Context: an optimization exercise on an open-source flow, tuned for small area. The choices shown serve that exercise and are no tape-out recipe.
The RTL was checked by simulation tests, not by an equivalence proof against the original design.
No activity file was given, so power comes from the tool's default toggle rates.

==> design/flow/design.v <==
package cae_pkg;
   localparam int CAE_INST_W = 32;
   localparam int CAE_DATA_W = 64;
   localparam int CAE_EXC_W  = 16;
   localparam int AEG_IDX_W  = 18;
   localparam int CAEP_W     = 5;
   localparam logic [CAEP_W-1:0] CAEP_LAST = 5'd5;
   localparam int EXC_UNIMPL_BIT = 0;
   localparam int EXC_AEGIDX_BIT = 1;
   localparam int CAE_OP_MSB = 31;
   localparam int CAE_OP_LSB = 30;
   localparam int CAEP_MSB   = 29;
   localparam int CAEP_LSB   = 25;
   typedef enum logic [1:0] {
      OP_NONE   = 2'd0,
      OP_AEG_WR = 2'd1,
      OP_AEG_RD = 2'd2,
      OP_CAEP   = 2'd3
   } cae_op_e;
   typedef logic [CAE_DATA_W-1:0] aeg_word_t;
   typedef struct packed {
      logic                 aeg_wr;
      logic                 aeg_rd;
      logic                 err_aegidx;
      logic                 err_unimpl;
      logic                 custom_start;
      logic [AEG_IDX_W-1:0] aeg_idx;
      aeg_word_t            wr_data;
   } dispatch_t;
   localparam int DISPATCH_W = 5 + AEG_IDX_W + CAE_DATA_W;
endpackage
module cae_inst_decoder #(
   parameter int NUM_AEG = 51
) (
   input  logic [cae_pkg::CAE_INST_W-1:0] cae_inst_i,
   input  logic [cae_pkg::CAE_DATA_W-1:0] cae_data_i,
   input  logic                           cae_inst_vld_i,
   input  logic                           busy_i,
   output logic [cae_pkg::DISPATCH_W-1:0] dispatch_o
);
   cae_pkg::dispatch_t dispatch;
   assign dispatch_o = dispatch;
   localparam logic [cae_pkg::AEG_IDX_W-1:0] IDX_LIMIT = NUM_AEG;
   logic                 accept;
   logic [1:0]                    op;
   logic [cae_pkg::CAEP_W-1:0]    caep;
   logic [cae_pkg::AEG_IDX_W-1:0] idx;
   logic                 idx_ok;
   assign accept = cae_inst_vld_i & ~busy_i;
   assign op     = cae_inst_i[cae_pkg::CAE_OP_MSB:cae_pkg::CAE_OP_LSB];
   assign caep   = cae_inst_i[cae_pkg::CAEP_MSB:cae_pkg::CAEP_LSB];
   assign idx    = cae_inst_i[cae_pkg::AEG_IDX_W-1:0];
   assign idx_ok = idx < IDX_LIMIT;
   always_comb begin
      dispatch         = '0;
      dispatch.aeg_idx = idx;
      dispatch.wr_data = cae_data_i;
      if (accept) begin
         case (op)
            cae_pkg::OP_AEG_WR: begin
               dispatch.aeg_wr     = idx_ok;
               dispatch.err_aegidx = ~idx_ok;
            end
            cae_pkg::OP_AEG_RD: begin
               dispatch.aeg_rd     = idx_ok;
               dispatch.err_aegidx = ~idx_ok;
            end
            cae_pkg::OP_CAEP: begin
               if (caep <= cae_pkg::CAEP_LAST) begin
                  dispatch.custom_start = 1'b1;
               end else begin
                  dispatch.err_unimpl = 1'b1;
               end
            end
            default: begin
               dispatch.err_unimpl = 1'b1;
            end
         endcase
      end
   end
endmodule
module aeg_reg_file #(
   parameter int NUM_AEG = 51
) (
   input  logic               clk_per,
   input  logic               rst_n_i,
   input  logic [cae_pkg::DISPATCH_W-1:0] dispatch_i,
   output logic [cae_pkg::CAE_DATA_W-1:0] rd_data_o
);
   cae_pkg::dispatch_t dispatch;
   assign dispatch = dispatch_i;
   localparam int ADDR_W = $clog2(NUM_AEG);
   logic [cae_pkg::CAE_DATA_W-1:0]      aeg_mem [NUM_AEG];
   logic [ADDR_W-1:0] addr;
   assign addr = dispatch.aeg_idx[ADDR_W-1:0];
   always_ff @(posedge clk_per) begin
      if (!rst_n_i) begin
         for (int i = 0; i < NUM_AEG; i++) begin
            aeg_mem[i] <= '0;
         end
      end else if (dispatch.aeg_wr) begin
         aeg_mem[addr] <= dispatch.wr_data;
      end
   end
   assign rd_data_o = aeg_mem[addr];
endmodule
module custom_busy_timer #(
   parameter int BUSY_CYCLES = 4
) (
   input  logic clk_per,
   input  logic rst_n_i,
   input  logic start_i,
   output logic busy_o,
   output logic cae_stall_o,
   output logic cae_idle_o
);
   localparam int CNT_W = $clog2(BUSY_CYCLES + 1);
   logic [CNT_W-1:0] busy_cnt;
   always_ff @(posedge clk_per) begin
      if (!rst_n_i) begin
         busy_cnt <= '0;
      end else if (start_i) begin
         busy_cnt <= CNT_W'(BUSY_CYCLES);
      end else if (busy_cnt != '0) begin
         busy_cnt <= busy_cnt - 1'b1;
      end
   end
   assign busy_o = busy_cnt != '0;
   assign cae_stall_o = start_i | busy_o;
   assign cae_idle_o  = ~cae_stall_o;
endmodule
module cae_response (
   input  logic                          clk_per,
   input  logic                          rst_n_i,
   input  logic [cae_pkg::DISPATCH_W-1:0] dispatch_i,
   input  logic [cae_pkg::CAE_DATA_W-1:0] rd_data_i,
   output logic [cae_pkg::CAE_DATA_W-1:0] cae_ret_data_o,
   output logic                          cae_ret_data_vld_o,
   output logic [cae_pkg::CAE_EXC_W-1:0] cae_exception_o
);
   cae_pkg::dispatch_t dispatch;
   assign dispatch = dispatch_i;
   logic [cae_pkg::CAE_DATA_W-1:0]         ret_data_q;
   logic                 ret_vld_q;
   logic [cae_pkg::CAE_EXC_W-1:0] exc_q;
   always_ff @(posedge clk_per) begin
      if (!rst_n_i) begin
         ret_vld_q <= 1'b0;
         exc_q     <= '0;
      end else begin
         ret_vld_q                 <= dispatch.aeg_rd;
         exc_q                     <= '0;
         exc_q[cae_pkg::EXC_UNIMPL_BIT]     <= dispatch.err_unimpl;
         exc_q[cae_pkg::EXC_AEGIDX_BIT]     <= dispatch.err_aegidx;
      end
   end
   always_ff @(posedge clk_per) begin
      if (dispatch.aeg_rd) begin
         ret_data_q <= rd_data_i;
      end
   end
   assign cae_ret_data_o     = ret_data_q;
   assign cae_ret_data_vld_o = ret_vld_q;
   assign cae_exception_o    = exc_q;
endmodule
module cae_pers_top #(
   parameter int NUM_AEG     = 51,
   parameter int BUSY_CYCLES = 4
) (
   input  logic                          clk_per,
   input  logic                          rst_n_i,
   input  logic [cae_pkg::CAE_INST_W-1:0] cae_inst_i,
   input  logic [cae_pkg::CAE_DATA_W-1:0] cae_data_i,
   input  logic                           cae_inst_vld_i,
   output logic [cae_pkg::CAE_DATA_W-1:0] cae_ret_data_o,
   output logic                           cae_ret_data_vld_o,
   output logic [cae_pkg::CAE_EXC_W-1:0]  cae_exception_o,
   output logic                           cae_stall_o,
   output logic                           cae_idle_o
);
   cae_pkg::dispatch_t dispatch;
   cae_pkg::aeg_word_t rd_data;
   logic      busy;
   cae_inst_decoder #(
      .NUM_AEG (NUM_AEG)
   ) cae_inst_decoder_inst (
      .cae_inst_i     (cae_inst_i),
      .cae_data_i     (cae_data_i),
      .cae_inst_vld_i (cae_inst_vld_i),
      .busy_i         (busy),
      .dispatch_o     (dispatch)
   );
   aeg_reg_file #(
      .NUM_AEG (NUM_AEG)
   ) aeg_reg_file_inst (
      .clk_per    (clk_per),
      .rst_n_i    (rst_n_i),
      .dispatch_i (dispatch),
      .rd_data_o  (rd_data)
   );
   custom_busy_timer #(
      .BUSY_CYCLES (BUSY_CYCLES)
   ) custom_busy_timer_inst (
      .clk_per     (clk_per),
      .rst_n_i     (rst_n_i),
      .start_i     (dispatch.custom_start),
      .busy_o      (busy),
      .cae_stall_o (cae_stall_o),
      .cae_idle_o  (cae_idle_o)
   );
   cae_response cae_response_inst (
      .clk_per            (clk_per),
      .rst_n_i            (rst_n_i),
      .dispatch_i         (dispatch),
      .rd_data_i          (rd_data),
      .cae_ret_data_o     (cae_ret_data_o),
      .cae_ret_data_vld_o (cae_ret_data_vld_o),
      .cae_exception_o    (cae_exception_o)
   );
endmodule
==> design/flow/run.sh <==
#!/bin/bash
# synth_recipe.tcl (not shown) runs the flow's synth.tcl, then flattens the netlist and writes it again
# the make line also repeats each setting of config.mk as NAME=value (left out here)
make -C /OpenROAD-flow-scripts/flow DESIGN_CONFIG=/design/flow/config.mk WORK_HOME=/design/flow/orfs CLKGATE_MAP_FILE= SYNTH_SCRIPT=/design/flow/synth_recipe.tcl finish
==> design/flow/config.mk <==
export PLATFORM = sky130hd
export DESIGN_NAME = cae_pers_top
export DESIGN_NICKNAME = cae_pers_top
export VERILOG_FILES = /design/flow/design.v
export SDC_FILE = /design/flow/constraint.sdc
export NUM_CORES = 4
export LEC_CHECK = 0
export CAP_MARGIN = 20
export CORE_MARGIN = 2
export CORE_UTILIZATION = 40
export SLEW_MARGIN = 20
==> design/flow/constraint.sdc <==
create_clock -name core_clock -period 5.0 [get_ports {clk_per}]
set_input_delay 1.0000 -clock core_clock [delete_from_list [all_inputs] [get_ports {clk_per}]]
set_output_delay 1.0000 -clock core_clock [all_outputs]
set_load 0.01 [all_outputs]
==> flow_summary.json <==
{
  "status": "finished clean",
  "place.gp.congestion": 0.844,
  "grt_max_degree": 70,
  "top_layer": "met5",
  "nets": 12900,
  "peakVddDrop_mv": 0.284,
  "max_cap_violations": 0,
  "yosysMostFrequentCell": "edfxtp_1",
  "syn_area_per_cell_um2": 15.1,
  "cp_data_required_time_ns": 4.00,
  "grt_pass1_vias": 109000,
  "power_density_mw_per_mm2": 367,
  "synth.distinct_cells": 62,
  "cp-end-kind": "output pin",
  "min_path_type": "flip-flop to flip-flop",
  "wl_per_cell_um": 33.9,
  "clk_latency_ns": 1.05,
  "initial_utilization": 0.401,
  "drt_wl_total_mm": 649,
  "critPathKind": "flip-flop to output pin",
  "route.vias.total": 113000,
  "finalHoldViolCount": 0,
  "place_inst": 18300,
  "skew_ns": 0.0756,
  "synth_top_area_share": 0.689,
  "rows": 247,
  "ys_seq_area_frac": 0.690,
  "cts-root-buf": "clkbuf_16",
  "final.min_clock_period_ns": 3.77,
  "die_h_um": 677,
  "critPathLaunchType": "flip-flop",
  "ys_seq_elements": 4166,
  "core-area_mm2": 0.452,
  "yosysTopAreaCell": "edfxtp_1",
  "seq_area_mm2": 0.125,
  "clk_path_buf_depth": 4,
  "drt_iter0_drc": 17600,
  "port_buffers": 159,
  "die-area_mm2": 0.459,
  "synth_area_mm2": 0.181,
  "worstMarginPinSlew_ns": 1.26,
  "path_max_fanout": 9,
  "synth-edff-count": 4160,
  "final_cell_area_mm2": 0.210,
  "post_cts_buffers": 0,
  "post_cts_resized": 0,
  "wl_met1_mm": 243,
  "cts_tree": "yes",
  "fin_cells": 19200,
  "dr_wl_met3_mm": 74.6,
  "wl_met2_mm": 297,
  "cts.hold.buffers_added": 0,
  "synth_area_leaders": "edfxtp_1, and2_1, mux4_2",
  "clk_pin_slew_worst_paths_ns": 0.06,
  "synthCells": 12000,
  "ys.flop_type": "edfxtp_1",
  "slew_headroom": 0.163,
  "antenna_found_initial": 95,
  "maxSlewViolCount": 0,
  "synthToLayoutAreaGrowth_pct": 15.8,
  "synth_async_sr_flop_share": 0,
  "setup_viol": 0,
  "nFillCells": 39100,
  "rsz0062_at_grt": "false",
  "multi_input_area_mm2": 0.0553,
  "die_w_um": 677,
  "ant_nets": 0,
  "yosys-top-cells-count": "edfxtp_1, and2_1, clkbuf_1",
  "ys_warn_count": 4,
  "p_leak_nw": 76.2,
  "ios": 182,
  "htreeDepth": 5,
  "drive_gt1_frac": 0.147,
  "place_hpwl_mm": 363,
  "track_usage": 0.277,
  "max_freq_mhz": 265,
  "cts_sinks": 4166,
  "viasPerCell": 5.90,
  "numCtsBuffers": 434,
  "route.detailed.drc": 0,
  "drt_pass1_iterations": 6,
  "grt_pass1_wl_mm": 889,
  "fin_crit_sh": 0.753,
  "dpl_cell_area_mm2": 0.197,
  "arrival_ns": 2.77,
  "grt_overflow": 0
}
[cells by family (layout without fill, tap and decap cells)]
family                   count (synthesis)  in the layout  share of synthesized area
adder cells (fa/ha/maj)                  6              6                   0.000414
AND/OR/NAND/NOR                       3918           3918                      0.129
multiplexers                          1080           1080                     0.0879
XOR/XNOR                                 1              1                  0.0000483
other                                    1            903                  0.0000207
flip-flops                            4166           4166                      0.690
AO/OA/AOI/OAI                         1605           1605                     0.0644
buffers and inverters                 1208           1523                     0.0284
[layout make-up]
type                            instances  area share
Antenna cell                           57    0.000680
Clock buffer                          549      0.0543
Clock inverter                        233     0.00866
Inverter                               10    0.000286
Multi-Input combinational cell       7456       0.264
Sequential cell                      4166       0.596
Tap cell                             5976      0.0356
Timing Repair Buffer                  731      0.0412
[power by group]
group | total [W] | internal, W | switching (W)
clock | 0.0309 | 0.0171 | 0.0139
sequential | 0.0402 | 0.0399 | 0.000362
combinational | 0.00577 | 0.00176 | 0.00401
total | 0.0769 | 0.0587 | 0.0182
[final timing paths]
| path | end | slack, ns | depth (start not counted) | start |
|---|---|---|---|---|
| min | custom_busy_timer_inst.busy_cnt[1] | 0.50 | 2 | custom_busy_timer_inst.busy_cnt[1] |
| max | cae_stall_o | 1.23 | 6 | custom_busy_timer_inst.busy_cnt[0] |
| min reg2reg | custom_busy_timer_inst.busy_cnt[1] | 0.50 | 2 | custom_busy_timer_inst.busy_cnt[1] |
| max reg2reg | aeg_reg_file_inst.aeg_mem[48][37] | 1.68 | 7 | custom_busy_timer_inst.busy_cnt[0] |
[metrics by stage]
stage / power, W / utilization / setup slack (ns) / setup TNS, ns / hold WS, ns
after global routing: 0.0788 / 0.464 / 1.08 / 0 / 0.532
after CTS: 0.0770 / 0.464 / 1.20 / 0 / 0.501
final: 0.0769 / 0.465 / 1.23 / 0 / 0.501
after global placement: 0.0465 / 0.435 / 0.571 / 0 / 0.487
after detailed placement: 0.0466 / 0.435 / 0.557 / 0 / 0.488
after floorplan: 0.0439 / - / -0.671 / -214.13 / 0.454
[metal layers]
metal	up-vias	global-route usage
met4	22	0.127
met3	1458	0.0611
met2	7403	0.433
met1	58300	0.370
met5	-	0
li1	45900	-
[registers in the layout, indices dropped and copies added (netlist names)]
| signal | count |
|---|---|
| aeg_reg_file_inst.aeg_mem | 4096 |
| cae_response_inst.ret_data_q | 64 |
| custom_busy_timer_inst.busy_cnt | 3 |
| cae_response_inst.exc_q | 2 |
| cae_response_inst.ret_vld_q | 1 |
[worst max-delay path, cell delays in order, from the launching register on]
cell,delay (ns)
dfxtp_1,0.32
inv_1,0.05
ha_1,0.17
ha_1,0.36
nand4_1,0.21
nand2_1,0.13
clkdlybuf4s50_1,0.55
[cells in the final DEF (no fill, tap or decap), types with 66 or more instances in the layout]
| master | synthesis | final |
|---|---|---|
| buf_4 | 86 | 348 |
| a221oi_1 | 508 | 508 |
| o21ai_0 | 279 | 228 |
| mux2_2 | 209 | 209 |
| clkinv_2 | 0 | 66 |
| nand2_1 | 184 | 182 |
| edfxtp_1 | 4160 | 4160 |
| clkinv_1 | 0 | 114 |
| a221o_1 | 73 | 73 |
| and2_1 | 3272 | 3267 |
| a21oi_1 | 173 | 173 |
| o22ai_1 | 121 | 121 |
| conb_1 | 1 | 846 |
| a22oi_1 | 287 | 287 |
| mux4_2 | 389 | 389 |
| clkbuf_1 | 849 | 110 |
| mux2i_1 | 482 | 482 |
| nor2_1 | 267 | 224 |
| clkbuf_16 | 0 | 439 |
| clkdlybuf4s50_1 | 0 | 99 |
| buf_12 | 0 | 240 |

## port drivers added, routing unchanged
The results above use ideal ports. As a check the final layout listed here was re-extracted and re-timed, cells and wires unchanged.
Step 1 (the two cells are an assumption about what drives the block):
set clk [get_ports {clk_per}]
set_driving_cell -lib_cell sky130_fd_sc_hd__clkbuf_16 $clk
set_driving_cell -lib_cell sky130_fd_sc_hd__buf_2 [delete_from_list [all_inputs] $clk]
Step 2 adds t to the input delays and takes it off the output delays; t is the mean of the earliest and latest rising clock arrival at the registers after step 1. Input paths then give back, and output paths get back, about the clock's delay inside the block.
Slacks: ideal / step 1 / step 2; pairs: ideal / step 1.
t (ns): 1.119
slack for setup (ns): 1.233 / 1.105 / 0.416
worst setup path at the end: input to register
clock arrival spread, ns: 0.113 / 0.113
worst register clock-pin slew, ns: 0.07 / 0.07
After both steps setup and hold are still met in this run. The setup slack of this run moves by -0.128 ns with the drivers and by -0.817 ns with both steps.
